From an optimization exercise on the open Yosys and OpenROAD flow, aimed at small area, a short achievable clock period and few clock cycles per item; shortcuts taken in it are not production practice. RTL that was checked went through simulation tests only; none was proved equivalent to the original. Function not checked in runs 4 to 6: the RTL went through the layout flow alone. Power is estimated from default activity; no workload was simulated.

`config.mk`:
```
export PLATFORM = sky130hd
export DESIGN_NAME = seg_top
export DESIGN_NICKNAME = seg_top
export VERILOG_FILES = /design/flow/design.v
export SDC_FILE = /design/flow/constraint.sdc
export NUM_CORES = 4
export LEC_CHECK = 0
export CAP_MARGIN = 20
export CORE_MARGIN = 2
export CORE_UTILIZATION = 60
export CTS_BUF_LIST = sky130_fd_sc_hd__clkbuf_16
export CTS_CLUSTER_DIAMETER = 80
export CTS_CLUSTER_SIZE = 30
export PLACE_DENSITY = 0.8
export SETUP_SLACK_MARGIN = 4.8
export SLEW_MARGIN = 20
export SYNTH_MEMORY_MAX_BITS = 16384
```
`constraint.sdc`:
```
create_clock -name core_clock -period 8.0 [get_ports {clk}]
set_input_delay 1.6000 -clock core_clock [delete_from_list [all_inputs] [get_ports {clk}]]
set_output_delay 1.6000 -clock core_clock [all_outputs]
set_load 0.01 [all_outputs]
```
`design.v`:
```
package seg_geom_pkg;
    localparam int IMG_W       = 16;
    localparam int IMG_H       = 16;
    localparam int NUM_CH      = 3;
    localparam int NUM_PIX     = IMG_W * IMG_H;
    localparam int NUM_BYTES   = NUM_PIX * NUM_CH;
    localparam int NUM_CLASSES = 4;
    typedef logic [7:0] pix_idx_t;
    typedef logic [1:0] label_t;
    typedef logic [7:0] pixel_t;
endpackage
package seg_ctrl_pkg;
    localparam int MEM_ADDR_W      = 20;
    localparam int WORDS_PER_FRAME = 192;
endpackage
`timescale 1ns/1ns
module frame_ram (
    input  logic       clk,
    input  logic       shift,
    input  logic [3:0] pair_in,      
    input  logic [7:0] raddr,
    output logic [1:0] rdata
);
    logic [511:0] mem;
    always_ff @(posedge clk) begin
        if (shift) begin
            mem <= {pair_in, mem[511:4]};
        end
    end
    logic [7:0] dlo, dmid;
    logic [3:0] dhi;
    logic [1:0] part [0:3];
    logic [1:0] part_n [0:3];
    always_comb begin
        for (int k = 0; k < 8; k++) begin
            dlo[k]  = (raddr[2:0] == 3'(k));
            dmid[k] = (raddr[5:3] == 3'(k));
        end
        for (int j = 0; j < 4; j++) begin
            dhi[j] = (raddr[7:6] == 2'(j));
        end
        for (int j = 0; j < 4; j++) begin
            part[j] = 2'b00;
            for (int i = 0; i < 8; i++) begin
                logic [1:0] g;
                g = 2'b00;
                for (int k = 0; k < 8; k++) begin
                    g = g | ({2{dlo[k]}} & mem[2*(64*j+8*i+k) +: 2]);
                end
                part[j] = part[j] | ({2{dmid[i]}} & g);
            end
            part[j] = {2{dhi[j]}} & part[j];
        end
    end
    always_ff @(posedge clk) begin
        for (int j = 0; j < 4; j++) begin
            part_n[j] <= ~part[j];
        end
    end
    assign rdata = ~(part_n[0] & part_n[1] & part_n[2] & part_n[3]);
endmodule
`timescale 1ns/1ns
module class_cmp (
    input  logic [7:0] r,
    input  logic [7:0] g,
    input  logic [7:0] b,
    output logic [2:0] mx        
);
    function automatic logic ge8(input logic [7:0] x, input logic [7:0] y);
        logic c;
        c = 1'b1;
        for (int i = 0; i < 8; i++) begin
            c = (x[i] & ~y[i]) | (x[i] & c) | (~y[i] & c);
        end
        ge8 = c;
    endfunction
    logic r_ge_g, r_ge_b, g_ge_b;
    assign r_ge_g = ge8(r, g);
    assign r_ge_b = ge8(r, b);
    assign g_ge_b = ge8(g, b);
    assign mx[0] = r_ge_g && r_ge_b;
    assign mx[1] = !r_ge_g && g_ge_b;
    assign mx[2] = !mx[0] && !mx[1];
endmodule
module class_sort (
    input  logic [7:0] r,
    input  logic [7:0] g,
    input  logic [7:0] b,
    input  logic [2:0] mx,       
    output logic [7:0] m,        
    output logic [7:0] a1,       
    output logic [7:0] b1
);
    assign m  = ({8{mx[0]}} & r) | ({8{mx[1]}} & g) | ({8{mx[2]}} & b);
    assign a1 = ({8{mx[0]}} & g) | ({8{!mx[0]}} & r);
    assign b1 = ({8{mx[2]}} & g) | ({8{!mx[2]}} & b);
endmodule
module class_scorer (
    input  logic [7:0] m,        
    input  logic [7:0] a1,
    input  logic [7:0] b1,
    input  logic [1:0] mx,       
    output logic [1:0] lbl
);
    function automatic logic over(input logic [7:0] x, input logic [7:0] y, input logic [7:0] z);
        logic [10:0] p, q, s, k;
        logic [10:0] cc;
        logic c;
        integer i;
        p = 11'd0;
        q = 11'd0;
        for (i = 0; i < 8; i = i + 1) begin
            p[i]   = x[i] ^ y[i] ^ ~z[i];
            q[i+1] = (x[i] & y[i]) | (x[i] & ~z[i]) | (y[i] & ~z[i]);
        end
        cc = 11'd668;
        s = 11'd0;
        k = 11'd0;
        for (i = 0; i < 10; i = i + 1) begin
            s[i]   = p[i] ^ q[i] ^ cc[i];
            k[i+1] = cc[i] ? (p[i] | q[i]) : (p[i] & q[i]);
        end
        c = 1'b0;
        for (i = 0; i < 10; i = i + 1) begin
            c = (s[i] & k[i]) | (s[i] & c) | (k[i] & c);
        end
        over = c | k[10];
    endfunction
    always_comb begin
        if (over(a1, b1, m)) lbl = 2'd3;
        else if (mx[0])      lbl = 2'd0;
        else if (mx[1])      lbl = 2'd1;
        else                 lbl = 2'd2;
    end
endmodule
`timescale 1ns/1ns
module seg_top (
    input  logic                                clk,
    input  logic                                rst,
    input  logic                                start_process,
    output logic                                processing_done,
    output logic                                mem_req,
    output logic [seg_ctrl_pkg::MEM_ADDR_W-1:0] mem_addr,
    input  logic                                mem_ack,
    input  logic [31:0]                         mem_rdata,
    input  seg_geom_pkg::pix_idx_t              label_addr,
    output seg_geom_pkg::label_t                label,
    output logic [9:0]                          leds
);
    logic        busy;        
    logic        flag;        
    logic [7:0]  waddr;       
    logic [2:0]  wph;         
    logic        got;         
    logic        v1;          
    logic [1:0]  ph1;         
    logic        last1;       
    logic [23:0] pa;          
    logic [23:0] pb;          
    logic [2:0]  xa, xb;      
    logic [1:0]  pend;        
    logic        shift;       
    logic [3:0]  pair_in;     
    assign got = mem_req && mem_ack;
    always_ff @(posedge clk or posedge rst) begin
        if (rst) begin
            busy    <= 1'b0;
            flag    <= 1'b0;
            mem_req <= 1'b0;
            waddr   <= '0;
            wph     <= 3'b001;
            v1      <= 1'b0;
            ph1     <= '0;
            last1   <= 1'b0;
        end else begin
            v1    <= got;
            ph1   <= wph[2:1];
            last1 <= got && (waddr == 8'(seg_ctrl_pkg::WORDS_PER_FRAME - 1));
            if (!busy) begin
                if (start_process) begin
                    busy    <= 1'b1;
                    flag    <= 1'b0;
                    mem_req <= 1'b1;
                    waddr   <= '0;
                    wph     <= 3'b001;
                end
            end else begin
                if (got) begin
                    waddr <= waddr + 1'b1;
                    wph   <= {wph[1:0], wph[2]};
                    if (waddr == 8'(seg_ctrl_pkg::WORDS_PER_FRAME - 1)) begin
                        mem_req <= 1'b0;
                    end
                end
                if (v1 && last1) begin
                    busy <= 1'b0;
                    flag <= 1'b1;
                end
            end
        end
    end
    logic [15:0] h;
    logic [23:0] na;
    assign h = pb[23:8];
    always_comb begin
        na = ({24{wph[0]}} & mem_rdata[23:0])
           | ({24{wph[1]}} & {mem_rdata[15:0], h[15:8]})
           | ({24{wph[2]}} & {mem_rdata[7:0], h});
    end
    logic [2:0] nxa, nxb;
    class_cmp u_cmp_a (.r(na[7:0]), .g(na[15:8]), .b(na[23:16]), .mx(nxa));
    class_cmp u_cmp_b (.r(mem_rdata[15:8]), .g(mem_rdata[23:16]), .b(mem_rdata[31:24]), .mx(nxb));
    always_ff @(posedge clk) begin
        pa <= na;
        xa <= nxa;
        xb <= nxb;
        pb[7:0] <= mem_rdata[15:8];
        if (got) begin
            pb[23:8] <= mem_rdata[31:16];
        end
    end
    logic [7:0] ma, a1a, b1a, mb, a1b, b1b;
    logic [1:0] la, lb;
    class_sort u_sort_a (.r(pa[7:0]), .g(pa[15:8]), .b(pa[23:16]), .mx(xa),
                         .m(ma), .a1(a1a), .b1(b1a));
    class_sort u_sort_b (.r(pb[7:0]), .g(pb[15:8]), .b(pb[23:16]), .mx(xb),
                         .m(mb), .a1(a1b), .b1(b1b));
    class_scorer u_cls_a (.m(ma), .a1(a1a), .b1(b1a), .mx(xa[1:0]), .lbl(la));
    class_scorer u_cls_b (.m(mb), .a1(a1b), .b1(b1b), .mx(xb[1:0]), .lbl(lb));
    always_ff @(posedge clk) begin
        if (v1 && ph1 == 2'd0) begin
            pend <= la;
        end
    end
    assign shift   = v1 && (ph1 != 2'd0);
    assign pair_in = ph1[0] ? {la, pend} : {lb, la};
    frame_ram u_label_ram (
        .clk     (clk),
        .shift   (shift),
        .pair_in (pair_in),
        .raddr   (label_addr),
        .rdata   (label)
    );
    assign processing_done = !busy;
    assign mem_addr        = {12'b0, waddr};
    assign leds            = {7'b0, flag, 1'b0, busy};
endmodule
```
`flow/run.sh`:
```
#!/bin/bash
# Layout flow: the standard ORFS flow (standard.sh) with two changes.
#  1. Synthesis is the standard one (synth_recipe.tcl, ORFS synth.tcl) except for the ABC
#     script that maps the combinational logic: flow/abc.script replaces ORFS's
#     abc_speed.script, in a copy of ORFS's scripts folder made here. Registers are
#     mapped exactly as in the standard synthesis.
#  2. The port buffers that global placement inserts are buf_2 cells.
# Each tool's output goes to a log file in this folder; ORFS also keeps its per-step logs
# under orfs/logs/.
set -euo pipefail
work=$(pwd)
rm -rf "$work/scripts_abc"
cp -r "$FLOW_HOME/scripts" "$work/scripts_abc"
cp "$work/flow/abc.script" "$work/scripts_abc/abc_speed.script"
bash standard.sh "SCRIPTS_DIR=$work/scripts_abc" synth > synth.log 2>&1
bash standard.sh "BUFFER_PORTS_ARGS=-buffer_cell sky130_fd_sc_hd__buf_2" finish > layout.log 2>&1
```
`flow/abc.script`:
```
&get -n
&st
&dch
&nf -R 20
&put
buffer -c
topo
stime -c
upsize -c
dnsize -c
```
`standard.sh`:
```
#!/bin/bash
# synth_recipe.tcl (not shown) runs the flow's synth.tcl, then flattens the netlist and writes it again
# the make line also repeats each setting of config.mk as NAME=value (left out here)
make -C /OpenROAD-flow-scripts/flow DESIGN_CONFIG=/design/flow/config.mk WORK_HOME=/design/flow/orfs CLKGATE_MAP_FILE= SYNTH_SCRIPT=/design/flow/synth_recipe.tcl "${@:-finish}"
```
==> key figures, run 1 <==
Global route
  • Vias in the first global route: 13300
  • Number of antenna violations at the first check in global routing: 0
  • Total gr overflow: 0
  • First-pass GRT wire length: 75700 µm
  • Most used routing layer: met2
  • Met2 Usage GRT: 0.425
  • GRT met3 Usage: 0.0412
  • GRT Total Usage: 0.250
  • Met1 GRT Util: 0.331
  • Maximum number of pins on one net before global-route repair: 179

Placement
  • Hpwl dp: 27100 µm
  • Port Buffers: 57
  • GP Congestion: 0.802

STA
  • Final period utilization: 0.395
  • RSZ-0062 raised after global routing: yes
  • Setup violators final: 0
  • Tightest Pin Transition: 1000 ps
  • Worst Skew: 39.6 ps
  • Slew Viols, Final: 0
  • Crit path time final: 3160 ps
  • Hold Violations, Final: 0
  • F_max: 316 MHz
  • Setup TNS: 0 ps
  • Slew headroom: 0.333

Synth
  • Main flop type after synthesis: edfxtp_1
  • Synth top area share: 0.695
  • Synth area leader: edfxtp_1
  • Mean Syn Cell Area: 16.4 µm²
  • Post-synthesis cell count: 1394
  • Mux cell area share after synthesis: 0.0146
  • Simple-gate share of the synthesized area: 0.0387
  • Synth Warn #: 6
  • Main combinational cell family by area after synthesis: compound AO/OA/AOI/OAI gates
  • Area contributors post-synth: edfxtp_1, a222oi_1, dfxtp_1, a22oi_1, dfrtp_1
  • Complex-gate fraction of the synthesized area: 0.139
  • Async SR Flop Fraction: 0.0303
  • Synthesized area: 0.0229 mm²
  • Seq/Total Area, Yosys: 0.755
  • Synth Register Bits: 594
  • Synth Area in Adders: 0.0193
  • Yosys cell types: 55
  • EDFF count, synth: 530
  • XOR/XNOR Fraction of Synth Area: 0

Floorplan
  • Die Footprint: 0.0397 mm²
  • Core box area: 0.0377 mm²
  • # IOs: 78
  • Die X-Extent: 199 µm
  • Initial Utilization: 0.608
  • Row Count: 71
  • DIE HEIGHT: 199 µm

Setup path
  • Startpoint Class: input port
  • FF-to-FF path depth: 11
  • CP Capture Type: register
  • Setup Crit Path Kind: in2reg
  • Reg2reg setup slack: 4900 ps
  • R2r startpoint: xb[1]$_DFF_P_
  • Critical Path End: u_label_ram.part_n[3][1]$_DFF_P_
  • CP Data Arrival Time: 3710 ps
  • Crit path launch: label_addr[0]
  • Crit-path max FO: 14
  • Critical R2R Capture: u_label_ram.mem[510]$_DFFE_PP_
  • Required @ worst endpoint: 8550 ps

Clocking
  • H-tree depth: 1
  • Buffer depth of the longest clock path: 3
  • Clock root buffer: clkbuf_16
  • Sink Count: 594
  • CTS clock-pin slew for the worst setup and hold paths: 110 ps
  • Cts bufs inserted: 26
  • CTS tree: built
  • Clock latency on the worst-skew pair: 610 ps

Detailed routing
  • WL/cell: 26.1 µm
  • DR pass1 iterations: 9
  • Initial DRC count: 2188
  • DRC: 0
  • Final WL: 51600 µm
  • Routed Antenna Nets: 0
  • DR vias/cell: 6.93
  • Via count: 13700

Power
  • Net Sw Power: 1960 µW
  • Switching fraction of total power: 0.285
  • Leakage: 0.00750 µW
  • Clock share of power: 0.236
  • Sequential Power Share: 0.550
  • Worst vdd ir: 180 µV
  • Cell-internal power: 4920 µW
  • Power density cells: 272 mW/mm²
  • Combinational Power Share: 0.214

Status
  • Outcome: no timing/DRC/antenna violations

Final layout
  • Util after Layout: 0.671
  • Register area: 0.0173 mm²
  • Syn-to-layout area delta: 10.3%
  • Share of cells above drive strength 1: 0.138
  • Layout fillers: 2455
  • Fin nets: 1520
  • Multi-input gate area: 0.00514 mm²

Job
  • Max-cap violation count: 0

Worst hold path
  • Worst hold path type: reg2reg
  • Hold_sp: u_label_ram.mem[69]$_DFFE_PP_
==> power by group through the flow <==
stage | Combinational (µW) | Sequential, µW | Clock [µW]
final | 1470 | 3780 | 1620
after global placement | 1200 | 3850 | 0
after detailed placement | 1240 | 3860 | 0
after global routing | 1640 | 3800 | 1740
after floorplan | 1000 | 3820 | 0
after CTS | 1350 | 3770 | 1640
==> how the worst min path moves through the flow <==
stage / end / cells past startpoint
floorplan: ph1[0]$_DFF_PP0_ / 0
global placement: u_label_ram.mem[245]$_DFFE_PP_ / 0
detailed placement: u_label_ram.mem[224]$_DFFE_PP_ / 0
CTS: u_label_ram.mem[398]$_DFFE_PP_ / 0
global route: u_label_ram.mem[65]$_DFFE_PP_ / 0
finish: u_label_ram.mem[65]$_DFFE_PP_ / 0
==> cell type report <==
type / instances / area share
Clock buffer: 26 / 0.0258
Antenna cell: 1 / 0.0000990
Timing Repair Buffer: 109 / 0.0420
Tap cell: 511 / 0.0253
Clock inverter: 22 / 0.00837
Sequential cell: 594 / 0.685
Multi-Input combinational cell: 651 / 0.204
Inverter: 67 / 0.00995
==> cells in the final DEF (no fill, tap or decap), drive strengths merged, types with 6 or more instances in the layout <==
master    n
edfxtp  530
a222oi  123
buf     101
a22oi    85
inv      83
nand2    64
a31oi    51
dfxtp    46
a21oi    33
clkbuf   31
a221oi   26
o22ai    22
a22o     21
mux2i    20
conb     20
nor2     20
nand3    17
dfrtp    17
fa       14
ha       13
and2     12
mux2     12
and3     11
o221ai   10
nand2b    9
o21ai     9
nor2b     8
or4       7
nor3      6
==> sequential cells by signal, indices dropped and copies added, names as in the netlist <==
register	count
pa	24
v1	1
ph1	2
last1	1
pb	24
u_label_ram.mem	512
xb	3
u_label_ram.part_n	8
waddr	8
mem_req	1
wph	3
flag	1
xa	3
pend	2
busy	1
==> layer usage <==
metal	routed length [µm]	part of all wire	vias up
met2	25500	0.49	911
met4	1740	0.034	0
met5	0	0	-
met1	18900	0.37	6854
met3	5460	0.11	107
li1	-	-	5847
==> kinds of logic after synthesis <==
logic type,after synthesis
adders and majority gates,27
buffers and inverters,170
DFF,594
other,1
AOI/OAI and AO/OA,398
and+or+nand+nor,172
muxes,32
==> synthesized netlist by cell type (11+ instances only) <==
master    number
mux2_2        12
a31oi_1       51
edfxtp_1     530
a21oi_1       33
nand2_1       64
dfxtp_1       46
fa_1          14
a222oi_1     123
buf_1         11
nor2_1        20
and2_1        12
ha_1          13
inv_1         67
clkbuf_1      55
dfrtp_1       17
o22ai_1       22
a221oi_1      25
a22o_1        21
nand3_1       17
buf_4         25
a22oi_1       85
mux2i_1       20
and3_1        11
==> worst max-delay path, stage by stage <==
cell      delay [ps]
buf_6            150
and3b_4          250
buf_12           170
a22o_1           190
a221oi_2         170
a31oi_1          100
or4_1            550
or4_4            430
nand3_1           80
==> through the flow <==
step           instance area (µm²)  std cells  setup WS [ps]  hold slack, ps  total power (µW)
6_report                     25300       1981           4840             433              6880
5_1_grt                      25300       1980           4760             446              7190
4_1_cts                      24900       1968           4720             433              6770
3_5_place_dp                 23600       1898           3500             431              5100
3_3_place_gp                 23600       1898           3600             427              5050
2_1_floorplan                23200       1413           3380             352              4820
==> timing repair <==
item / CTS / global route
setup endpoints to repair: 14 / 276
cloned: 5 / 6
hold buffers: 0 / 0
pin swaps: 6 / 20
gates resized for setup: 42 / 36
setup buffers: 17 / 6
Testbench counts, summed over its fixed seeds: cycles 30,746, frames 64.
==> run 2: changes to the inputs <==
--- a/config.mk
+++ b/config.mk
@@ -13,5 +13,5 @@
 export CTS_CLUSTER_SIZE = 30
 export PLACE_DENSITY = 0.8
-export SETUP_SLACK_MARGIN = 4.8
+export SETUP_SLACK_MARGIN = 4.7
 export SLEW_MARGIN = 20
 export SYNTH_MEMORY_MAX_BITS = 16384
==> key figures, run 2 <==
Status
  • Outcome: no timing/DRC/antenna violations

STA
  • Setup violators final: 0
  • F_max: 309 MHz
  • Crit path time final: 3230 ps
  • Worst Skew: 33.3 ps
  • Hold Violations, Final: 0
  • Final period utilization: 0.404
  • RSZ-0062 raised after global routing: no
  • Slew Viols, Final: 0
  • Final worst setup slack: 4770 ps
  • Setup TNS: 0 ps
  • Slew headroom: 0.257
  • Tightest Pin Transition: 1110 ps

Floorplan
  • DIE HEIGHT: 199 µm
  • Initial Utilization: 0.608
  • # IOs: 78
  • Die X-Extent: 199 µm
  • Core box area: 0.0377 mm²
  • Row Count: 71
  • Die Footprint: 0.0397 mm²

Setup path
  • FF-to-FF path depth: 12
  • Setup Crit Path Kind: in2reg
  • Critical path's slowest cell: or4_1
  • Worst path cell trace: buf_8 -> nor3b_4 -> buf_12 -> buf_12 -> a22o_1 -> a221oi_2 -> a31oi_1 -> or4_1 -> or4_1 -> nand3_1
  • CP Capture Type: register
  • Crit-path max FO: 21
  • Slowest stage delay, CP: 490 ps
  • Required @ worst endpoint: 8540 ps
  • Startpoint Class: input port
  • CP Data Arrival Time: 3780 ps

Detailed routing
  • Initial DRC count: 2347
  • WL/cell: 25.3 µm
  • Final WL: 50200 µm
  • Routed Antenna Nets: 0
  • DR pass1 iterations: 8
  • DRC: 0
  • DR vias/cell: 6.89
  • Via count: 13700

Global route
  • Maximum number of pins on one net before global-route repair: 213
  • GRT Total Usage: 0.248
  • Vias in the first global route: 13000
  • Number of antenna violations at the first check in global routing: 0
  • First-pass GRT wire length: 74800 µm
  • Total gr overflow: 0

Worst hold path
  • Hold depth: 0
  • Worst hold path type: reg2reg

Clocking
  • CTS clock-pin slew for the worst setup and hold paths: 110 ps
  • Hold Buf Count CTS: 0
  • H-tree depth: 1
  • Cts bufs inserted: 27
  • Sink Count: 594
  • Clock root buffer: clkbuf_16
  • Buffer depth of the longest clock path: 3
  • Clock latency on the worst-skew pair: 590 ps
  • CTS tree: built

Final layout
  • Antenna diode count: 0
  • Syn-to-layout area delta: 9.16%
  • Layout fillers: 2548
  • Design Area, Final: 0.0250 mm²
  • Largest registers: u_label_ram.mem: 512 flops, pa: 24 flops, pb: 24 flops
  • Biggest register: u_label_ram.mem
  • Most common cell after layout, fill and taps aside: edfxtp_1
  • Max reg flops: 512
  • Most frequent cells in the layout: edfxtp_1, a222oi_1, a22oi_1, inv_1, nand2_1
  • Share of cells above drive strength 1: 0.130
  • Util after Layout: 0.664
  • Fin nets: 1523

Placement
  • Hpwl dp: 26900 µm
  • Port Buffers: 57
  • GP Congestion: 0.807
  • Place WS: 3660 ps
  • Dpl cell area: 0.0236 mm²

Synth
  • Mean Syn Cell Area: 16.4 µm²
  • Seq/Total Area, Yosys: 0.755
  • Count leader, synth: edfxtp_1
  • Synth Register Bits: 594
  • EDFF count, synth: 530
  • Area contributors post-synth: edfxtp_1, a222oi_1, dfxtp_1, a22oi_1, dfrtp_1
  • Post-synthesis cell count: 1394
  • Most instantiated cells after synthesis: edfxtp_1, a222oi_1, a22oi_1, inv_1, nand2_1
  • Yosys cell types: 55
  • Main flop type after synthesis: edfxtp_1
  • Synthesized area: 0.0229 mm²
  • Synth Warn #: 6
  • Synth top area share: 0.695
  • Synth area leader: edfxtp_1
  • Async SR Flop Fraction: 0.0303

Power
  • Worst vdd ir: 220 µV
  • Power density cells: 273 mW/mm²
  • Leakage: 0.00741 µW

Job
  • Max-cap violation count: 0
==> run 2: area by class of cell <==
| class | instances | area, µm² | area share |
|---|---|---|---|
| well taps | 511 | 639 | 0.0256 |
| flip-flops and latches | 594 | 17300 | 0.692 |
| repair buffers | 108 | 836 | 0.0334 |
| clock inverters | 23 | 226 | 0.00906 |
| inverters | 67 | 251 | 0.0101 |
| clock buffers | 27 | 676 | 0.0270 |
| multi-input cells | 654 | 5070 | 0.203 |
==> run 2: final timing paths <==
check                                                from                                to  slack (ps)
max                                         label_addr[2]  u_label_ram.part_n[3][1]$_DFF_P_        4770
min                        u_label_ram.mem[305]$_DFFE_PP_    u_label_ram.mem[301]$_DFFE_PP_         430
max reg2reg                                 xb[2]$_DFF_P_    u_label_ram.mem[510]$_DFFE_PP_        4820
min reg2reg                u_label_ram.mem[305]$_DFFE_PP_    u_label_ram.mem[301]$_DFFE_PP_         430
max in group asynchronous                             rst                  ph1[0]$_DFF_PP0_        6500
min in group asynchronous                             rst              waddr[5]$_DFFE_PP0P_        1090
==> run 2: cells by family (layout without fill, tap and decap cells) <==
logic type / Yosys count / after routing / synth area share
AO/OA/AOI/OAI: 398 / 398 / 0.139
adder cells (fa/ha/maj): 27 / 27 / 0.0193
buffers and inverters: 170 / 225 / 0.0332
flip-flops: 594 / 594 / 0.755
multiplexers: 32 / 32 / 0.0146
other: 1 / 20 / 0.000164
AND/OR/NAND/NOR: 172 / 177 / 0.0387
==> run 2: power breakdown <==
| group | internal [µW] | switching, µW | leakage (µW) | total (µW) |
|---|---|---|---|---|
| clock | 691 | 974 | 0.000472 | 1670 |
| sequential | 3640 | 151 | 0.00434 | 3800 |
| combinational | 570 | 799 | 0.00260 | 1370 |
| total | 4900 | 1920 | 0.00741 | 6830 |
==> run 2: stage by stage <==
step	power (µW)	hold slack (ps)	std cells
detailed placement	5100	431	1894
global placement	5060	428	1894
floorplan	4820	352	1413
finish	6830	427	1984
CTS	6750	423	1953
global route	7120	425	1984
==> run 2: layer usage <==
metal | vias to the layer above | track usage | part of all wire
met4 | 0 | 0.0815 | 0.035
li1 | 5848 | - | -
met2 | 911 | 0.413 | 0.49
met5 | - | 0 | 0
met1 | 6811 | 0.333 | 0.37
met3 | 102 | 0.0486 | 0.11
==> run 2: critical path: cells and delay by family <==
kind | cells | cell delay, ps
buf+inv | 3 | 460
simple gates | 4 | 1160
compound gates | 3 | 540
==> run 2: timing repair <==
action	in CTS	in global routing
resized for setup	23	23
endpoints found under the hold margin	0	0
gates cloned	6	1
endpoints found under the setup margin	14	12
pin swaps	1	8
buffers inserted	3	30
==> run 3: changes to the inputs <==
--- a/config.mk
+++ b/config.mk
@@ -6,5 +6,5 @@
 export NUM_CORES = 4
 export LEC_CHECK = 0
-export CAP_MARGIN = 20
+export CAP_MARGIN = 5
 export CORE_MARGIN = 2
 export CORE_UTILIZATION = 60
@@ -13,5 +13,5 @@
 export CTS_CLUSTER_SIZE = 30
 export PLACE_DENSITY = 0.8
-export SETUP_SLACK_MARGIN = 4.7
-export SLEW_MARGIN = 20
+export SETUP_SLACK_MARGIN = 4.8
+export SLEW_MARGIN = 5
 export SYNTH_MEMORY_MAX_BITS = 16384
==> key figures, run 3 <==
Clocking
  • Clock latency on the worst-skew pair: 610 ps
  • H-tree depth: 1
  • Buffer depth of the longest clock path: 3
  • CTS tree: built
  • Clock root buffer: clkbuf_16
  • Sink Count: 594
  • Hold Buf Count CTS: 0
  • Cts bufs inserted: 26
  • CTS clock-pin slew for the worst setup and hold paths: 110 ps

Setup path
  • CP Data Arrival Time: 3710 ps
  • FF-to-FF path depth: 11
  • R2r startpoint: xb[1]$_DFF_P_
  • Crit-path max FO: 14
  • CP Capture Type: register
  • Crit path launch: label_addr[0]
  • Setup Crit Path Kind: in2reg
  • Startpoint Class: input port
  • Required @ worst endpoint: 8550 ps

Global route
  • Vias in the first global route: 13300
  • First-pass GRT wire length: 75700 µm
  • GRT Total Usage: 0.250
  • Maximum number of pins on one net before global-route repair: 179
  • Number of antenna violations at the first check in global routing: 0
  • Total gr overflow: 0

Detailed routing
  • DR pass1 iterations: 9
  • Final WL: 51600 µm
  • Routed Antenna Nets: 0
  • Via count: 13700
  • DR vias/cell: 6.93
  • WL/cell: 26.1 µm
  • DRC: 0
  • Initial DRC count: 2188

Final layout
  • Max reg flops: 512
  • Biggest register: u_label_ram.mem
  • Share of cells above drive strength 1: 0.138
  • Largest registers: u_label_ram.mem: 512 flops, pa: 24 flops, pb: 24 flops
  • Util after Layout: 0.671
  • Most common cell after layout, fill and taps aside: edfxtp_1
  • Syn-to-layout area delta: 10.3%
  • Most frequent cells in the layout: edfxtp_1, a222oi_1, a22oi_1, inv_1, nand2_1
  • Design Area, Final: 0.0253 mm²
  • Fin nets: 1520
  • Final non-filler cell total: 1981

Floorplan
  • Die Footprint: 0.0397 mm²
  • DIE HEIGHT: 199 µm
  • Core box area: 0.0377 mm²
  • Die X-Extent: 199 µm
  • Initial Utilization: 0.608
  • # IOs: 78
  • Row Count: 71

Synth
  • Synth top area share: 0.695
  • Area contributors post-synth: edfxtp_1, a222oi_1, dfxtp_1, a22oi_1, dfrtp_1
  • EDFF count, synth: 530
  • Synth area leader: edfxtp_1
  • Count leader, synth: edfxtp_1
  • Main flop type after synthesis: edfxtp_1
  • Synth Register Bits: 594
  • Synthesized area: 0.0229 mm²
  • Post-synthesis cell count: 1394
  • Yosys cell types: 55
  • Synth Warn #: 6
  • Seq/Total Area, Yosys: 0.755
  • Mean Syn Cell Area: 16.4 µm²
  • Most instantiated cells after synthesis: edfxtp_1, a222oi_1, a22oi_1, inv_1, nand2_1
  • Async SR Flop Fraction: 0.0303

Worst hold path
  • Hold depth: 0
  • Hold_sp: u_label_ram.mem[69]$_DFFE_PP_
  • Worst hold path type: reg2reg

STA
  • Setup violators final: 0
  • F_max: 316 MHz
  • Tightest Pin Transition: 1000 ps
  • Final period utilization: 0.395
  • RSZ-0062 raised after global routing: yes
  • Slew Viols, Final: 0
  • Crit path time final: 3160 ps
  • Slew headroom: 0.333
  • Hold Violations, Final: 0
  • Worst Skew: 39.6 ps
  • Setup TNS: 0 ps
  • Final worst setup slack: 4840 ps

Placement
  • Hpwl dp: 27100 µm
  • Placed cell count: 1898
  • Place WS: 3500 ps
  • Dpl cell area: 0.0236 mm²
  • GP Congestion: 0.802
  • Port Buffers: 57

Status
  • Outcome: no timing/DRC/antenna violations

Power
  • Leakage: 0.00750 µW
  • Power density cells: 272 mW/mm²
  • Worst vdd ir: 180 µV

Job
  • Max-cap violation count: 0
-- run 3: report_power, final --
part / switching [µW] / leakage, µW / internal, µW / total, µW
combinational: 862 / 0.00269 / 609 / 1470
sequential: 140 / 0.00434 / 3640 / 3780
clock: 959 / 0.000464 / 665 / 1620
-- run 3: final timing paths --
check                                              endpoint  slack (ps)
min reg2reg                   u_label_ram.mem[65]$_DFFE_PP_         430
max in group asynchronous                wph[1]$_DFFE_PP0P_        6460
max                        u_label_ram.part_n[3][1]$_DFF_P_        4840
min in group asynchronous              waddr[1]$_DFFE_PP0P_        1090
max reg2reg                  u_label_ram.mem[510]$_DFFE_PP_        4900
min                           u_label_ram.mem[65]$_DFFE_PP_         430
-- run 3: repair_timing --
| item | 4_1_cts | 5_1_grt |
|---|---|---|
| hold endpoints to repair | 0 | 0 |
| gates cloned | 5 | 6 |
| pin swaps | 6 | 20 |
| buffers inserted | 17 | 6 |
| gates resized for setup | 42 | 36 |
| setup endpoints to repair | 14 | 276 |
-- run 3: final cells by class --
type / count / area (µm²)
antenna: 1 / 2.50
clock inverter: 22 / 211
clock buffer: 26 / 651
multi-input combinational: 651 / 5140
fill: 2455 / 12400
tap: 511 / 639
inverter: 67 / 251
timing repair buffer: 109 / 1060
sequential: 594 / 17300
-- run 3: per-stage QoR --
step | hold WS [ps] | power, µW
final | 433 | 6880
after global routing | 446 | 7190
after CTS | 433 | 6770
after detailed placement | 431 | 5100
after global placement | 427 | 5050
after floorplan | 352 | 4820
-- run 3: cell families after synthesis --
logic type                 count (synthesis)  synth area share
buffers and inverters                    170            0.0332
AOI/OAI and AO/OA                        398             0.139
DFF                                      594             0.755
and+or+nand+nor                          172            0.0387
muxes                                     32            0.0146
adders and majority gates                 27            0.0193
other                                      1          0.000164
-- run 3: worst max-delay path, cell delays in order --
cell	delay [ps]
buf_6	150
and3b_4	250
buf_12	170
a22o_1	190
a221oi_2	170
a31oi_1	100
or4_1	550
or4_4	430
nand3_1	80
-- run 3: per-layer routing --
metal | up-vias | global-route usage | wire length (µm)
li1 | 5847 | - | -
met1 | 6854 | 0.331 | 18900
met2 | 911 | 0.425 | 25500
met3 | 107 | 0.0412 | 5460
met4 | 0 | 0.0829 | 1740
met5 | - | 0 | 0
==> run 4: changes to the inputs <==
--- a/design.v
+++ b/design.v
@@ -28,23 +28,24 @@
         end
     end
-    logic [7:0] dlo, dmid;
-    logic [3:0] dhi;
-    logic [1:0] part [0:3];
-    logic [1:0] part_n [0:3];
+    logic [7:0]  dlo;
+    logic [15:0] dmid;
+    logic [1:0]  dhi;
+    logic [1:0]  part [0:1];
+    logic [1:0]  part_q [0:1];
     always_comb begin
         for (int k = 0; k < 8; k++) begin
-            dlo[k]  = (raddr[2:0] == 3'(k));
-            dmid[k] = (raddr[5:3] == 3'(k));
-        end
-        for (int j = 0; j < 4; j++) begin
-            dhi[j] = (raddr[7:6] == 2'(j));
-        end
-        for (int j = 0; j < 4; j++) begin
+            dlo[k] = (raddr[2:0] == 3'(k));
+        end
+        for (int i = 0; i < 16; i++) begin
+            dmid[i] = (raddr[6:3] == 4'(i));
+        end
+        dhi = {raddr[7], !raddr[7]};
+        for (int j = 0; j < 2; j++) begin
             part[j] = 2'b00;
-            for (int i = 0; i < 8; i++) begin
+            for (int i = 0; i < 16; i++) begin
                 logic [1:0] g;
                 g = 2'b00;
                 for (int k = 0; k < 8; k++) begin
-                    g = g | ({2{dlo[k]}} & mem[2*(64*j+8*i+k) +: 2]);
+                    g = g | ({2{dlo[k]}} & mem[2*(128*j+8*i+k) +: 2]);
                 end
                 part[j] = part[j] | ({2{dmid[i]}} & g);
@@ -54,9 +55,9 @@
     end
     always_ff @(posedge clk) begin
-        for (int j = 0; j < 4; j++) begin
-            part_n[j] <= ~part[j];
-        end
-    end
-    assign rdata = ~(part_n[0] & part_n[1] & part_n[2] & part_n[3]);
+        for (int j = 0; j < 2; j++) begin
+            part_q[j] <= part[j];
+        end
+    end
+    assign rdata = part_q[0] | part_q[1];
 endmodule
 `timescale 1ns/1ns
@@ -215,7 +216,6 @@
         xa <= nxa;
         xb <= nxb;
-        pb[7:0] <= mem_rdata[15:8];
         if (got) begin
-            pb[23:8] <= mem_rdata[31:16];
+            pb <= mem_rdata[31:8];
         end
     end
==> config.mk (replaced) <==
export PLATFORM = sky130hd
export DESIGN_NAME = seg_top
export DESIGN_NICKNAME = seg_top
export VERILOG_FILES = /design/flow/design.v
export SDC_FILE = /design/flow/constraint.sdc
export NUM_CORES = 4
export LEC_CHECK = 0
export CAP_MARGIN = 20
export CORE_MARGIN = 2
export CORE_UTILIZATION = 60
export CTS_BUF_LIST = sky130_fd_sc_hd__clkbuf_16
export CTS_CLUSTER_DIAMETER = 60
export CTS_CLUSTER_SIZE = 24
export PLACE_DENSITY = 0.8
export SETUP_SLACK_MARGIN = 5
export SLEW_MARGIN = 20
export SYNTH_MEMORY_MAX_BITS = 16384
==> key figures, run 4 <==
Global route
  • Most used routing layer: met2
  • Number of antenna violations at the first check in global routing: 1
  • GRT met3 Usage: 0.0640
  • Met2 Usage GRT: 0.417
  • GRT Total Usage: 0.266
  • Total gr overflow: 0
  • Met1 GRT Util: 0.364
  • Vias in the first global route: 13600
  • Maximum number of pins on one net before global-route repair: 183
  • First-pass GRT wire length: 79000 µm

Detailed routing
  • Routed Antenna Nets: 0
  • Initial DRC count: 2725
  • DRC: 0
  • DR pass1 iterations: 9
  • DR vias/cell: 7.03
  • Final WL: 56600 µm
  • Via count: 14400
  • WL/cell: 27.5 µm

Final layout
  • Share of cells above drive strength 1: 0.170
  • Biggest register: u_label_ram.mem
  • Max reg flops: 512
  • Syn-to-layout area delta: 13.0%
  • Fin nets: 1587
  • Layout fillers: 2335
  • Final non-filler cell total: 2055
  • Largest registers: u_label_ram.mem: 512 flops, pa: 24 flops, pb: 24 flops
  • Most common cell after layout, fill and taps aside: edfxtp_1
  • Most frequent cells in the layout: edfxtp_1, a222oi_1, a22oi_1, inv_1, nand2_1

Setup path
  • Critical R2R Capture: u_label_ram.mem[510]$_DFFE_PP_
  • Slowest stage delay, CP: 540 ps
  • Most used cell, CP: a21oi_2
  • Crit path launch: xb[0]$_DFF_P_
  • CP Capture Type: register
  • R2r startpoint: xb[0]$_DFF_P_
  • Worst path cell trace: buf_6 -> a222oi_1 -> fa_1 -> inv_1 -> ha_1 -> nand2b_4 -> a221oi_4 -> a21oi_2 -> a221o_1 -> a21oi_2 -> a221oi_2 -> o21bai_4 -> a22oi_2
  • FF-to-FF path depth: 13
  • Reg2reg setup slack: 4760 ps
  • Startpoint Class: register
  • CP delay by family, top: compound AO/OA/AOI/OAI gates
  • WP depth: 13
  • CP Data Arrival Time: 3670 ps
  • Setup Crit Path Kind: reg2reg
  • Critical Path End: u_label_ram.mem[510]$_DFFE_PP_
  • Buffers and inverters on the worst path: 2
  • Critical path's slowest cell: fa_1
  • Required @ worst endpoint: 8430 ps
  • Crit-path max FO: 3

Placement
  • Hpwl dp: 27800 µm
  • Port Buffers: 57
  • GP Congestion: 0.802
  • Placed cell count: 1935

Synth
  • Post-synthesis cell count: 1433
  • Synth area leader: edfxtp_1
  • Most instantiated cells after synthesis: edfxtp_1, a222oi_1, a22oi_1, nand2_1, inv_1
  • Area contributors post-synth: edfxtp_1, a222oi_1, a22oi_1, dfxtp_1, dfrtp_1
  • Synthesized area: 0.0231 mm²
  • Synth top area share: 0.701
  • Async SR Flop Fraction: 0.0305
  • EDFF count, synth: 538
  • Mean Syn Cell Area: 16.1 µm²
  • Seq/Total Area, Yosys: 0.750
  • Count leader, synth: edfxtp_1
  • Main flop type after synthesis: edfxtp_1
  • Yosys cell types: 61
  • Synth Warn #: 6
  • Synth Register Bits: 590

Floorplan
  • Initial Utilization: 0.611
  • Die Footprint: 0.0400 mm²
  • Die X-Extent: 200 µm
  • Core box area: 0.0378 mm²
  • Row Count: 71
  • # IOs: 78
  • DIE HEIGHT: 200 µm

Worst hold path
  • Hold_sp: u_label_ram.mem[433]$_DFFE_PP_
  • Worst hold path type: reg2reg

STA
  • Worst Skew: 26.9 ps
  • Setup violators final: 0
  • Setup TNS: 0 ps
  • Slew Viols, Final: 0
  • Slew headroom: 0.287
  • Tightest Pin Transition: 1070 ps
  • Hold Violations, Final: 0
  • Crit path time final: 3240 ps
  • RSZ-0062 raised after global routing: yes
  • F_max: 309 MHz
  • Final period utilization: 0.405

Clocking
  • CTS clock-pin slew for the worst setup and hold paths: 90 ps
  • H-tree depth: 2
  • Sink Count: 590
  • Hold Buf Count CTS: 0
  • Buffer depth of the longest clock path: 3
  • Clock latency on the worst-skew pair: 590 ps
  • Cts bufs inserted: 35
  • CTS tree: built
  • Clock root buffer: clkbuf_16

Job
  • Max-cap violation count: 0

Power
  • Power density cells: 286 mW/mm²
  • Switching fraction of total power: 0.290
  • Worst vdd ir: 223 µV
  • Clock share of power: 0.265
  • Leakage: 0.00786 µW
  • Combinational Power Share: 0.209
  • Sequential Power Share: 0.526
  • Net Sw Power: 2160 µW
  • Cell-internal power: 5290 µW

Status
  • Outcome: no timing/DRC/antenna violations
==> run 4: power groups by stage <==
stage	Sequential (µW)	Clock [µW]	Combinational (µW)
CTS	3910	1970	1460
detailed placement	3990	0	1270
floorplan	3940	0	1030
global placement	3980	0	1220
finish	3920	1980	1560
global route	3940	2090	1730
==> run 4: what timing repair did <==
| item | 4_1_cts | 5_1_grt |
|---|---|---|
| endpoints found under the setup margin | 12 | 14 |
| buffers inserted | 22 | 19 |
| cloned | 7 | 6 |
| endpoints found under the hold margin | 0 | 0 |
| pin swaps | 24 | 24 |
| resized for setup | 77 | 29 |
==> run 4: metal layers <==
metal  up-vias  share of wire
met3       162           0.14
met1      7045           0.35
met4         0          0.039
li1       5998              -
met5         -              0
met2      1233           0.47
==> run 4: through the flow <==
| stage | setup slack [ps] | total power (µW) | hold WS, ps | area [µm²] | utilization |
|---|---|---|---|---|---|
| 2_1_floorplan | 3380 | 4970 | 352 | 23300 | - |
| 3_3_place_gp | 3920 | 5190 | 426 | 23800 | 0.630 |
| 3_5_place_dp | 3900 | 5260 | 433 | 23800 | 0.630 |
| 4_1_cts | 4940 | 7340 | 448 | 25600 | 0.678 |
| 5_1_grt | 4620 | 7750 | 456 | 26000 | 0.690 |
| 6_report | 4760 | 7450 | 449 | 26000 | 0.690 |
==> run 4: cells by family after synthesis <==
kind of cell    Yosys count  share of synthesized area
other cells               1                   0.000163
simple gates            221                     0.0473
compound gates          390                      0.134
fa+ha+maj                27                     0.0192
buf+inv                 169                     0.0335
flops                   590                      0.750
mux                      32                     0.0145
xor+xnor                  3                    0.00114
==> run 4: layout make-up <==
type                            instances  area, µm²  share of cell area
Clock buffer                           35        876              0.0336
Clock inverter                         29        295              0.0113
Antenna cell                            1       2.50           0.0000961
Inverter                               71        267              0.0102
Sequential cell                       590      17300               0.665
Multi-Input combinational cell        696       5420               0.208
Timing Repair Buffer                  122       1240              0.0476
Tap cell                              511        639              0.0246
==> run 4: worst min-delay path by stage <==
stage / end / cells past startpoint
2_1_floorplan: ph1[1]$_DFF_PP0_ / 0
3_5_place_dp: u_label_ram.mem[89]$_DFFE_PP_ / 0
4_1_cts: u_label_ram.mem[391]$_DFFE_PP_ / 0
6_report: u_label_ram.mem[429]$_DFFE_PP_ / 0
5_1_grt: u_label_ram.mem[421]$_DFFE_PP_ / 0
3_3_place_gp: u_label_ram.mem[445]$_DFFE_PP_ / 0
==> run 5: changes to the inputs <==
--- a/design.v
+++ b/design.v
@@ -28,24 +28,25 @@
         end
     end
-    logic [7:0]  dlo;
-    logic [15:0] dmid;
-    logic [1:0]  dhi;
-    logic [1:0]  part [0:1];
-    logic [1:0]  part_q [0:1];
+    logic [7:0] dlo;
+    logic [3:0] dmid;
+    logic [7:0] dhi;
+    logic [1:0] part [0:7];
+    logic [1:0] part_n [0:7];
+    logic [1:0] all_n;
     always_comb begin
         for (int k = 0; k < 8; k++) begin
             dlo[k] = (raddr[2:0] == 3'(k));
-        end
-        for (int i = 0; i < 16; i++) begin
-            dmid[i] = (raddr[6:3] == 4'(i));
-        end
-        dhi = {raddr[7], !raddr[7]};
-        for (int j = 0; j < 2; j++) begin
+            dhi[k] = (raddr[7:5] == 3'(k));
+        end
+        for (int i = 0; i < 4; i++) begin
+            dmid[i] = (raddr[4:3] == 2'(i));
+        end
+        for (int j = 0; j < 8; j++) begin
             part[j] = 2'b00;
-            for (int i = 0; i < 16; i++) begin
+            for (int i = 0; i < 4; i++) begin
                 logic [1:0] g;
                 g = 2'b00;
                 for (int k = 0; k < 8; k++) begin
-                    g = g | ({2{dlo[k]}} & mem[2*(128*j+8*i+k) +: 2]);
+                    g = g | ({2{dlo[k]}} & mem[2*(32*j+8*i+k) +: 2]);
                 end
                 part[j] = part[j] | ({2{dmid[i]}} & g);
@@ -55,9 +56,15 @@
     end
     always_ff @(posedge clk) begin
-        for (int j = 0; j < 2; j++) begin
-            part_q[j] <= part[j];
-        end
-    end
-    assign rdata = part_q[0] | part_q[1];
+        for (int j = 0; j < 8; j++) begin
+            part_n[j] <= ~part[j];
+        end
+    end
+    always_comb begin
+        all_n = 2'b11;
+        for (int j = 0; j < 8; j++) begin
+            all_n = all_n & part_n[j];
+        end
+    end
+    assign rdata = ~all_n;
 endmodule
 `timescale 1ns/1ns
@@ -157,7 +164,7 @@
     logic [1:0]  ph1;         
     logic        last1;       
-    logic [23:0] pa;          
-    logic [23:0] pb;          
-    logic [2:0]  xa, xb;      
+    logic [23:0] sa, sb;      
+    logic [1:0]  xa, xb;      
+    logic [15:0] h;           
     logic [1:0]  pend;        
     logic        shift;       
@@ -201,7 +208,5 @@
         end
     end
-    logic [15:0] h;
     logic [23:0] na;
-    assign h = pb[23:8];
     always_comb begin
         na = ({24{wph[0]}} & mem_rdata[23:0])
@@ -210,22 +215,24 @@
     end
     logic [2:0] nxa, nxb;
-    class_cmp u_cmp_a (.r(na[7:0]), .g(na[15:8]), .b(na[23:16]), .mx(nxa));
-    class_cmp u_cmp_b (.r(mem_rdata[15:8]), .g(mem_rdata[23:16]), .b(mem_rdata[31:24]), .mx(nxb));
-    always_ff @(posedge clk) begin
-        pa <= na;
-        xa <= nxa;
-        xb <= nxb;
+    logic [7:0] ma, a1a, b1a, mb, a1b, b1b;
+    class_cmp  u_cmp_a  (.r(na[7:0]), .g(na[15:8]), .b(na[23:16]), .mx(nxa));
+    class_sort u_sort_a (.r(na[7:0]), .g(na[15:8]), .b(na[23:16]), .mx(nxa),
+                         .m(ma), .a1(a1a), .b1(b1a));
+    class_cmp  u_cmp_b  (.r(mem_rdata[15:8]), .g(mem_rdata[23:16]), .b(mem_rdata[31:24]),
+                         .mx(nxb));
+    class_sort u_sort_b (.r(mem_rdata[15:8]), .g(mem_rdata[23:16]), .b(mem_rdata[31:24]),
+                         .mx(nxb), .m(mb), .a1(a1b), .b1(b1b));
+    always_ff @(posedge clk) begin
+        sa <= {ma, a1a, b1a};
+        xa <= nxa[1:0];
+        sb <= {mb, a1b, b1b};
+        xb <= nxb[1:0];
         if (got) begin
-            pb <= mem_rdata[31:8];
-        end
-    end
-    logic [7:0] ma, a1a, b1a, mb, a1b, b1b;
+            h <= mem_rdata[31:16];
+        end
+    end
     logic [1:0] la, lb;
-    class_sort u_sort_a (.r(pa[7:0]), .g(pa[15:8]), .b(pa[23:16]), .mx(xa),
-                         .m(ma), .a1(a1a), .b1(b1a));
-    class_sort u_sort_b (.r(pb[7:0]), .g(pb[15:8]), .b(pb[23:16]), .mx(xb),
-                         .m(mb), .a1(a1b), .b1(b1b));
-    class_scorer u_cls_a (.m(ma), .a1(a1a), .b1(b1a), .mx(xa[1:0]), .lbl(la));
-    class_scorer u_cls_b (.m(mb), .a1(a1b), .b1(b1b), .mx(xb[1:0]), .lbl(lb));
+    class_scorer u_cls_a (.m(sa[23:16]), .a1(sa[15:8]), .b1(sa[7:0]), .mx(xa), .lbl(la));
+    class_scorer u_cls_b (.m(sb[23:16]), .a1(sb[15:8]), .b1(sb[7:0]), .mx(xb), .lbl(lb));
     always_ff @(posedge clk) begin
         if (v1 && ph1 == 2'd0) begin
--- a/config.mk
+++ b/config.mk
@@ -10,8 +10,8 @@
 export CORE_UTILIZATION = 60
 export CTS_BUF_LIST = sky130_fd_sc_hd__clkbuf_16
-export CTS_CLUSTER_DIAMETER = 60
-export CTS_CLUSTER_SIZE = 24
+export CTS_CLUSTER_DIAMETER = 80
+export CTS_CLUSTER_SIZE = 30
 export PLACE_DENSITY = 0.8
-export SETUP_SLACK_MARGIN = 5
+export SETUP_SLACK_MARGIN = 4.8
 export SLEW_MARGIN = 20
 export SYNTH_MEMORY_MAX_BITS = 16384
==> key figures, run 5 <==
Final layout
  • Largest registers: u_label_ram.mem: 512 flops, sa: 24 flops, sb: 24 flops
  • Biggest register: u_label_ram.mem
  • Antenna diode count: 0
  • Fin nets: 1594
  • Layout fillers: 2568
  • Max reg flops: 512
  • Multi-input gate area: 0.00526 mm²
  • Share of cells above drive strength 1: 0.143
  • Syn-to-layout area delta: 10.1%
  • Most frequent cells in the layout: edfxtp_1, a222oi_1, inv_1, a22oi_1, dfxtp_1
  • Register area: 0.0177 mm²
  • Most common cell after layout, fill and taps aside: edfxtp_1

Detailed routing
  • Final WL: 50900 µm
  • Routed Antenna Nets: 0
  • DRC: 0
  • DR pass1 iterations: 10
  • Via count: 14100
  • DR vias/cell: 6.83
  • Initial DRC count: 2214
  • WL/cell: 24.7 µm

Clocking
  • Hold Buf Count CTS: 0
  • Clock root buffer: clkbuf_16
  • Clock latency on the worst-skew pair: 600 ps
  • CTS tree: built
  • Sink Count: 616
  • Cts bufs inserted: 26
  • CTS clock-pin slew for the worst setup and hold paths: 100 ps
  • H-tree depth: 1
  • Buffer depth of the longest clock path: 3

Synth
  • Synth Warn #: 6
  • Synthesized area: 0.0234 mm²
  • Synth top area share: 0.679
  • Mean Syn Cell Area: 16.1 µm²
  • Area contributors post-synth: edfxtp_1, dfxtp_1, a222oi_1, a22oi_1, dfrtp_1
  • Synth Register Bits: 616
  • Synth area leader: edfxtp_1
  • Post-synthesis cell count: 1453
  • Count leader, synth: edfxtp_1
  • Async SR Flop Fraction: 0.0292
  • Main flop type after synthesis: edfxtp_1
  • Most instantiated cells after synthesis: edfxtp_1, a222oi_1, inv_1, a22oi_1, dfxtp_1
  • Seq/Total Area, Yosys: 0.757
  • EDFF count, synth: 530
  • Yosys cell types: 56

STA
  • Worst Skew: 13.3 ps
  • Slew Viols, Final: 0
  • Tightest Pin Transition: 1100 ps
  • F_max: 289 MHz
  • Setup violators final: 0
  • Slew headroom: 0.268
  • Hold Violations, Final: 0
  • Final period utilization: 0.432
  • Worst Hold Slack: 458 ps
  • Setup TNS: 0 ps
  • Crit path time final: 3460 ps
  • RSZ-0062 raised after global routing: yes

Global route
  • Total gr overflow: 0
  • Most used routing layer: met2
  • Number of antenna violations at the first check in global routing: 0
  • Met2 Usage GRT: 0.400
  • First-pass GRT wire length: 76900 µm
  • Met1 GRT Util: 0.332
  • GRT Total Usage: 0.242
  • Vias in the first global route: 13500
  • Maximum number of pins on one net before global-route repair: 199
  • GRT met3 Usage: 0.0373

Placement
  • Port Buffers: 57
  • Hpwl dp: 28200 µm
  • GP Congestion: 0.888

Power
  • Sequential Power Share: 0.527
  • Clock share of power: 0.212
  • Switching fraction of total power: 0.291
  • Leakage: 0.00778 µW
  • Combinational Power Share: 0.261
  • Cell-internal power: 5400 µW
  • Power density cells: 295 mW/mm²
  • Net Sw Power: 2220 µW
  • Worst vdd ir: 252 µV

Setup path
  • Reg2reg setup slack: 4840 ps
  • R2r startpoint: wph[2]$_DFFE_PP0P_
  • CP Data Arrival Time: 3960 ps
  • FF-to-FF path depth: 10
  • CP Capture Type: register
  • Required @ worst endpoint: 8500 ps
  • Critical R2R Capture: sa[4]$_DFF_P_
  • Startpoint Class: input port
  • Crit-path max FO: 8
  • Setup Crit Path Kind: in2reg

Floorplan
  • Core box area: 0.0386 mm²
  • Die Footprint: 0.0406 mm²
  • DIE HEIGHT: 202 µm
  • Die X-Extent: 202 µm
  • Initial Utilization: 0.608
  • # IOs: 78
  • Row Count: 72

Worst hold path
  • Hold_sp: u_label_ram.mem[330]$_DFFE_PP_
  • Hold depth: 0
  • Min-Delay Endpoint: u_label_ram.mem[326]$_DFFE_PP_
  • Worst hold path type: reg2reg

Job
  • Max-cap violation count: 0

Status
  • Outcome: no timing/DRC/antenna violations
run 5: logic make-up (layout without fill, tap and decap cells):
| logic type | after synthesis | after routing | synth area share |
|---|---|---|---|
| AND/OR/NAND/NOR | 183 | 185 | 0.0369 |
| buffers and inverters | 192 | 258 | 0.0357 |
| adder cells (fa/ha/maj) | 27 | 27 | 0.0189 |
| multiplexers | 19 | 19 | 0.00849 |
| other | 1 | 20 | 0.000160 |
| AO/OA/AOI/OAI | 412 | 415 | 0.142 |
| XOR/XNOR | 3 | 3 | 0.00112 |
| flip-flops | 616 | 616 | 0.757 |
run 5: area by class of cell:
type                    count  share of cell area
flip-flops and latches    616               0.687
multi-input cells         669               0.204
repair buffers            126              0.0392
clock buffers              28              0.0272
well taps                 518              0.0251
inverters                  84              0.0122
clock inverters            20             0.00519
run 5: metal layers:
metal	part of all wire	up-vias
met2	0.49	893
met1	0.37	7001
li1	-	6050
met5	0	-
met3	0.099	124
met4	0.035	0
run 5: how the worst max path moves through the flow:
stage                     cells past startpoint              from                      endpoint
final                                        12      mem_rdata[1]                 sa[4]$_DFF_P_
after global routing                         12      mem_rdata[9]                 sa[4]$_DFF_P_
after CTS                                    11      mem_rdata[1]                 sa[6]$_DFF_P_
after detailed placement                      9     mem_rdata[18]                sa[22]$_DFF_P_
after global placement                        9     mem_rdata[18]                sa[17]$_DFF_P_
after floorplan                               2  ph1[0]$_DFF_PP0_  u_label_ram.mem[0]$_DFFE_PP_
run 5: critical path: stages:
cell      delay (ps)
buf_6            100
a222oi_1         360
buf_4            220
nand2b_1          90
a221oi_2         300
o221ai_1         150
a21oi_1          160
a221o_1          200
a21oi_4          100
a21oi_4          310
buf_6            150
mux2i_1          230
run 5: power by group through the flow:
stage	logic (µW)	registers (µW)	clock network, µW
final	1990	4010	1610
after floorplan	1220	4080	0
after global placement	1410	4070	0
after global routing	2160	4040	1750
after detailed placement	1460	4080	0
after CTS	1790	4010	1640
run 5: per-stage QoR:
stage	std cells	utilization	total power, µW	cell area [µm²]	setup WS [ps]
2_1_floorplan	1472	-	5300	23800	3380
3_3_place_gp	1960	0.628	5480	24200	3320
3_5_place_dp	1960	0.628	5540	24200	3290
4_1_cts	2050	0.663	7440	25600	4730
5_1_grt	2061	0.669	7950	25800	4470
6_report	2061	0.669	7610	25800	4540
run 5: timing repair:
item	in CTS	in global routing
pin swaps	23	9
endpoints found under the setup margin	56	42
setup buffers	38	8
gates resized for setup	37	32
gates cloned	4	2
==> run 6: changes to the inputs <==
--- a/design.v
+++ b/design.v
@@ -28,25 +28,23 @@
         end
     end
-    logic [7:0] dlo;
-    logic [3:0] dmid;
-    logic [7:0] dhi;
-    logic [1:0] part [0:7];
-    logic [1:0] part_n [0:7];
-    logic [1:0] all_n;
+    logic [7:0] dlo, dmid;
+    logic [3:0] dhi;
+    logic [1:0] part [0:3];
+    logic [1:0] part_n [0:3];
     always_comb begin
         for (int k = 0; k < 8; k++) begin
-            dlo[k] = (raddr[2:0] == 3'(k));
-            dhi[k] = (raddr[7:5] == 3'(k));
-        end
-        for (int i = 0; i < 4; i++) begin
-            dmid[i] = (raddr[4:3] == 2'(i));
-        end
-        for (int j = 0; j < 8; j++) begin
+            dlo[k]  = (raddr[2:0] == 3'(k));
+            dmid[k] = (raddr[5:3] == 3'(k));
+        end
+        for (int j = 0; j < 4; j++) begin
+            dhi[j] = (raddr[7:6] == 2'(j));
+        end
+        for (int j = 0; j < 4; j++) begin
             part[j] = 2'b00;
-            for (int i = 0; i < 4; i++) begin
+            for (int i = 0; i < 8; i++) begin
                 logic [1:0] g;
                 g = 2'b00;
                 for (int k = 0; k < 8; k++) begin
-                    g = g | ({2{dlo[k]}} & mem[2*(32*j+8*i+k) +: 2]);
+                    g = g | ({2{dlo[k]}} & mem[2*(64*j+8*i+k) +: 2]);
                 end
                 part[j] = part[j] | ({2{dmid[i]}} & g);
@@ -56,15 +54,9 @@
     end
     always_ff @(posedge clk) begin
-        for (int j = 0; j < 8; j++) begin
+        for (int j = 0; j < 4; j++) begin
             part_n[j] <= ~part[j];
         end
     end
-    always_comb begin
-        all_n = 2'b11;
-        for (int j = 0; j < 8; j++) begin
-            all_n = all_n & part_n[j];
-        end
-    end
-    assign rdata = ~all_n;
+    assign rdata = ~(part_n[0] & part_n[1] & part_n[2] & part_n[3]);
 endmodule
 `timescale 1ns/1ns
==> key figures, run 6 <==
Clocking
  • Clock latency on the worst-skew pair: 610 ps
  • CTS clock-pin slew for the worst setup and hold paths: 110 ps
  • Clock root buffer: clkbuf_16
  • H-tree depth: 1
  • CTS tree: built
  • Cts bufs inserted: 26
  • Buffer depth of the longest clock path: 3
  • Sink Count: 608

Setup path
  • Startpoint Class: input port
  • CP delay by family, top: compound AO/OA/AOI/OAI gates
  • CP Capture Type: register
  • Crit-path max FO: 6
  • Setup Crit Path Kind: in2reg
  • Most used cell, CP: a21oi_4
  • Buffers and inverters on the worst path: 4
  • Slowest stage delay, CP: 370 ps
  • Worst path cell trace: buf_6 -> a222oi_1 -> buf_4 -> buf_6 -> nor2b_4 -> a221oi_2 -> o21a_1 -> o221ai_2 -> a21oi_4 -> a21oi_4 -> a21oi_4 -> clkbuf_16 -> mux2i_1
  • CP Data Arrival Time: 3940 ps
  • Required @ worst endpoint: 8510 ps
  • Critical path's slowest cell: a222oi_1

Power
  • Leakage: 0.00795 µW
  • Power density cells: 287 mW/mm²
  • Worst vdd ir: 257 µV

Floorplan
  • Core box area: 0.0385 mm²
  • Die Footprint: 0.0403 mm²
  • Initial Utilization: 0.604
  • Row Count: 72
  • DIE HEIGHT: 201 µm
  • Die X-Extent: 201 µm
  • # IOs: 78

STA
  • RSZ-0062 raised after global routing: yes
  • F_max: 291 MHz
  • Worst Skew: 37.0 ps
  • Setup violators final: 0
  • Slew Viols, Final: 0
  • Crit path time final: 3430 ps
  • Setup TNS: 0 ps
  • Slew headroom: 0.387
  • Tightest Pin Transition: 919 ps
  • Hold Violations, Final: 0
  • Final period utilization: 0.429

Synth
  • Synth top area share: 0.685
  • Synth area leader: edfxtp_1
  • Count leader, synth: edfxtp_1
  • Synthesized area: 0.0232 mm²
  • Area contributors post-synth: edfxtp_1, dfxtp_1, a222oi_1, a22oi_1, dfrtp_1
  • Mean Syn Cell Area: 16.2 µm²
  • Synth Warn #: 6
  • Yosys cell types: 57
  • Synth Register Bits: 608
  • EDFF count, synth: 530
  • Most instantiated cells after synthesis: edfxtp_1, a222oi_1, inv_1, a22oi_1, nand2_1
  • Async SR Flop Fraction: 0.0296
  • Main flop type after synthesis: edfxtp_1
  • Post-synthesis cell count: 1438
  • Seq/Total Area, Yosys: 0.756

Detailed routing
  • DRC: 0
  • Routed length on met3: 6120 µm
  • Top sig layer: met5
  • WL/cell: 26.5 µm
  • Via count: 14400
  • DR pass1 iterations: 10
  • Routed Antenna Nets: 0
  • Final WL: 55000 µm
  • Met2 wire len: 27000 µm
  • DR vias/cell: 6.91
  • Length of routed wiring on met1: 20000 µm
  • Initial DRC count: 2330

Status
  • Outcome: no timing/DRC/antenna violations

Final layout
  • Share of cells above drive strength 1: 0.170
  • Fin nets: 1612
  • Biggest register: u_label_ram.mem
  • Util after Layout: 0.679
  • Most common cell after layout, fill and taps aside: edfxtp_1
  • Most frequent cells in the layout: edfxtp_1, a222oi_1, inv_1, a22oi_1, buf_4
  • Max reg flops: 512
  • Antenna diode count: 0
  • Largest registers: u_label_ram.mem: 512 flops, sa: 24 flops, sb: 24 flops
  • Syn-to-layout area delta: 12.4%
  • Layout fillers: 2465

Placement
  • Hpwl dp: 27700 µm
  • Port Buffers: 57
  • GP Congestion: 0.898

Global route
  • First-pass GRT wire length: 78700 µm
  • Maximum number of pins on one net before global-route repair: 187
  • Number of antenna violations at the first check in global routing: 1
  • Vias in the first global route: 13700
  • Total gr overflow: 0
  • GRT Total Usage: 0.251

Job
  • Max-cap violation count: 0

Worst hold path
  • Worst hold path type: reg2reg
==> run 6: what timing repair did <==
| item | 4_1_cts | 5_1_grt |
|---|---|---|
| pin swaps | 40 | 32 |
| endpoints found under the setup margin | 105 | 95 |
| cloned | 8 | 8 |
| setup buffers | 46 | 28 |
| hold buffers | 0 | 0 |
| gates resized for setup | 66 | 39 |
==> run 6: report_power, final <==
part | leakage, µW | switching (µW) | total, µW | internal (µW)
sequential | 0.00451 | 158 | 3980 | 3820
clock | 0.000426 | 964 | 1590 | 623
combinational | 0.00302 | 1090 | 1930 | 843
==> run 6: worst paths after layout <==
path	from	endpoint	slack, ps	depth (start not counted)
hold / removal	u_label_ram.mem[109]$_DFFE_PP_	u_label_ram.mem[105]$_DFFE_PP_	440	0
max in group asynchronous	rst	busy$_DFF_PP0_	6430	2
hold reg to reg	u_label_ram.mem[109]$_DFFE_PP_	u_label_ram.mem[105]$_DFFE_PP_	440	0
setup reg to reg	wph[1]$_DFFE_PP0P_	sa[2]$_DFF_P_	4830	12
min in group asynchronous	rst	flag$_DFFE_PP0P_	1120	2
setup / recovery	mem_rdata[1]	sa[2]$_DFF_P_	4570	13
==> run 6: cell families after synthesis <==
logic type | after synthesis | share of synthesized area
AOI/OAI and AO/OA | 405 | 0.140
xor gates and xnor gates | 3 | 0.00113
adders and majority gates | 27 | 0.0191
buffers and inverters | 188 | 0.0354
DFF | 608 | 0.756
muxes | 21 | 0.00953
other | 1 | 0.000161
and+or+nand+nor | 185 | 0.0379
==> run 6: per-stage QoR <==
stage	setup WS [ps]	area (µm²)	std cells	total power [µW]	hold slack (ps)
detailed placement	3280	24000	1941	5510	432
CTS	4750	25600	2042	7390	445
global route	4510	26100	2078	7800	441
global placement	3370	24000	1941	5450	428
floorplan	3380	23700	1457	5250	349
finish	4570	26100	2078	7500	436
==> run 6: area by class of cell <==
type	instances	area [µm²]	share of cell area
timing repair buffer	157	1450	0.0556
inverter	82	308	0.0118
sequential	608	17600	0.673
tap	518	648	0.0248
clock buffer	26	651	0.0249
multi-input combinational	666	5330	0.204
clock inverter	21	153	0.00585
==> run 6: worst reg2reg max path, delay by kind of cell (launching register included) <==
kind | cells | cell delay (ps)
buffers and inverters | 3 | 570
multiplexers | 1 | 210
flip-flops | 1 | 700
AND/OR/NAND/NOR | 1 | 40
AO/OA/AOI/OAI | 7 | 1580
==> run 6: layer usage <==
| metal | vias to the layer above | track usage |
|---|---|---|
| li1 | 6075 | - |
| met1 | 7084 | 0.337 |
| met2 | 1079 | 0.428 |
| met3 | 128 | 0.0399 |
| met4 | 2 | 0.0807 |
| met5 | - | 0 |

[re-timing with driven ports]
The results above use ideal ports. As a check the final layouts listed here were re-extracted and re-timed, cells and wires unchanged.
Step 1, drivers: a clkbuf_16 drives clk and a buf_2 each remaining input, both assumed.
Step 2 times the ports against the registers' clock, not the clock port: input delays grow and output delays shrink by t, the midpoint of the rising clock arrivals with the driver on.
a / b / c = ideal / step 1 / step 2; a / b = the first two.
| run | shift t [ns] | setup WS [ns] | clock arrival spread, ns | worst register clock-pin slew, ns | cell pins on the clock port's net |
|---|---|---|---|---|---|
| run 1 | 0.643 | 4.837 / 4.837 / 4.194 | 0.039 / 0.040 | 0.12 / 0.12 | 1 |
| run 2 | 0.632 | 4.766 / 4.777 / 4.145 | 0.047 / 0.048 | 0.12 / 0.12 | 1 |
| run 3 | 0.643 | 4.837 / 4.837 / 4.194 | 0.039 / 0.040 | 0.12 / 0.12 | 1 |
| run 4 | 0.636 | 4.762 / 4.762 / 4.208 | 0.035 / 0.034 | 0.11 / 0.11 | 1 |
| run 5 | 0.640 | 4.544 / 4.561 / 3.921 | 0.019 / 0.020 | 0.11 / 0.11 | 1 |
| run 6 | 0.639 | 4.567 / 4.584 / 3.945 | 0.046 / 0.046 | 0.12 / 0.12 | 1 |
After both steps every run listed still meets setup and hold.
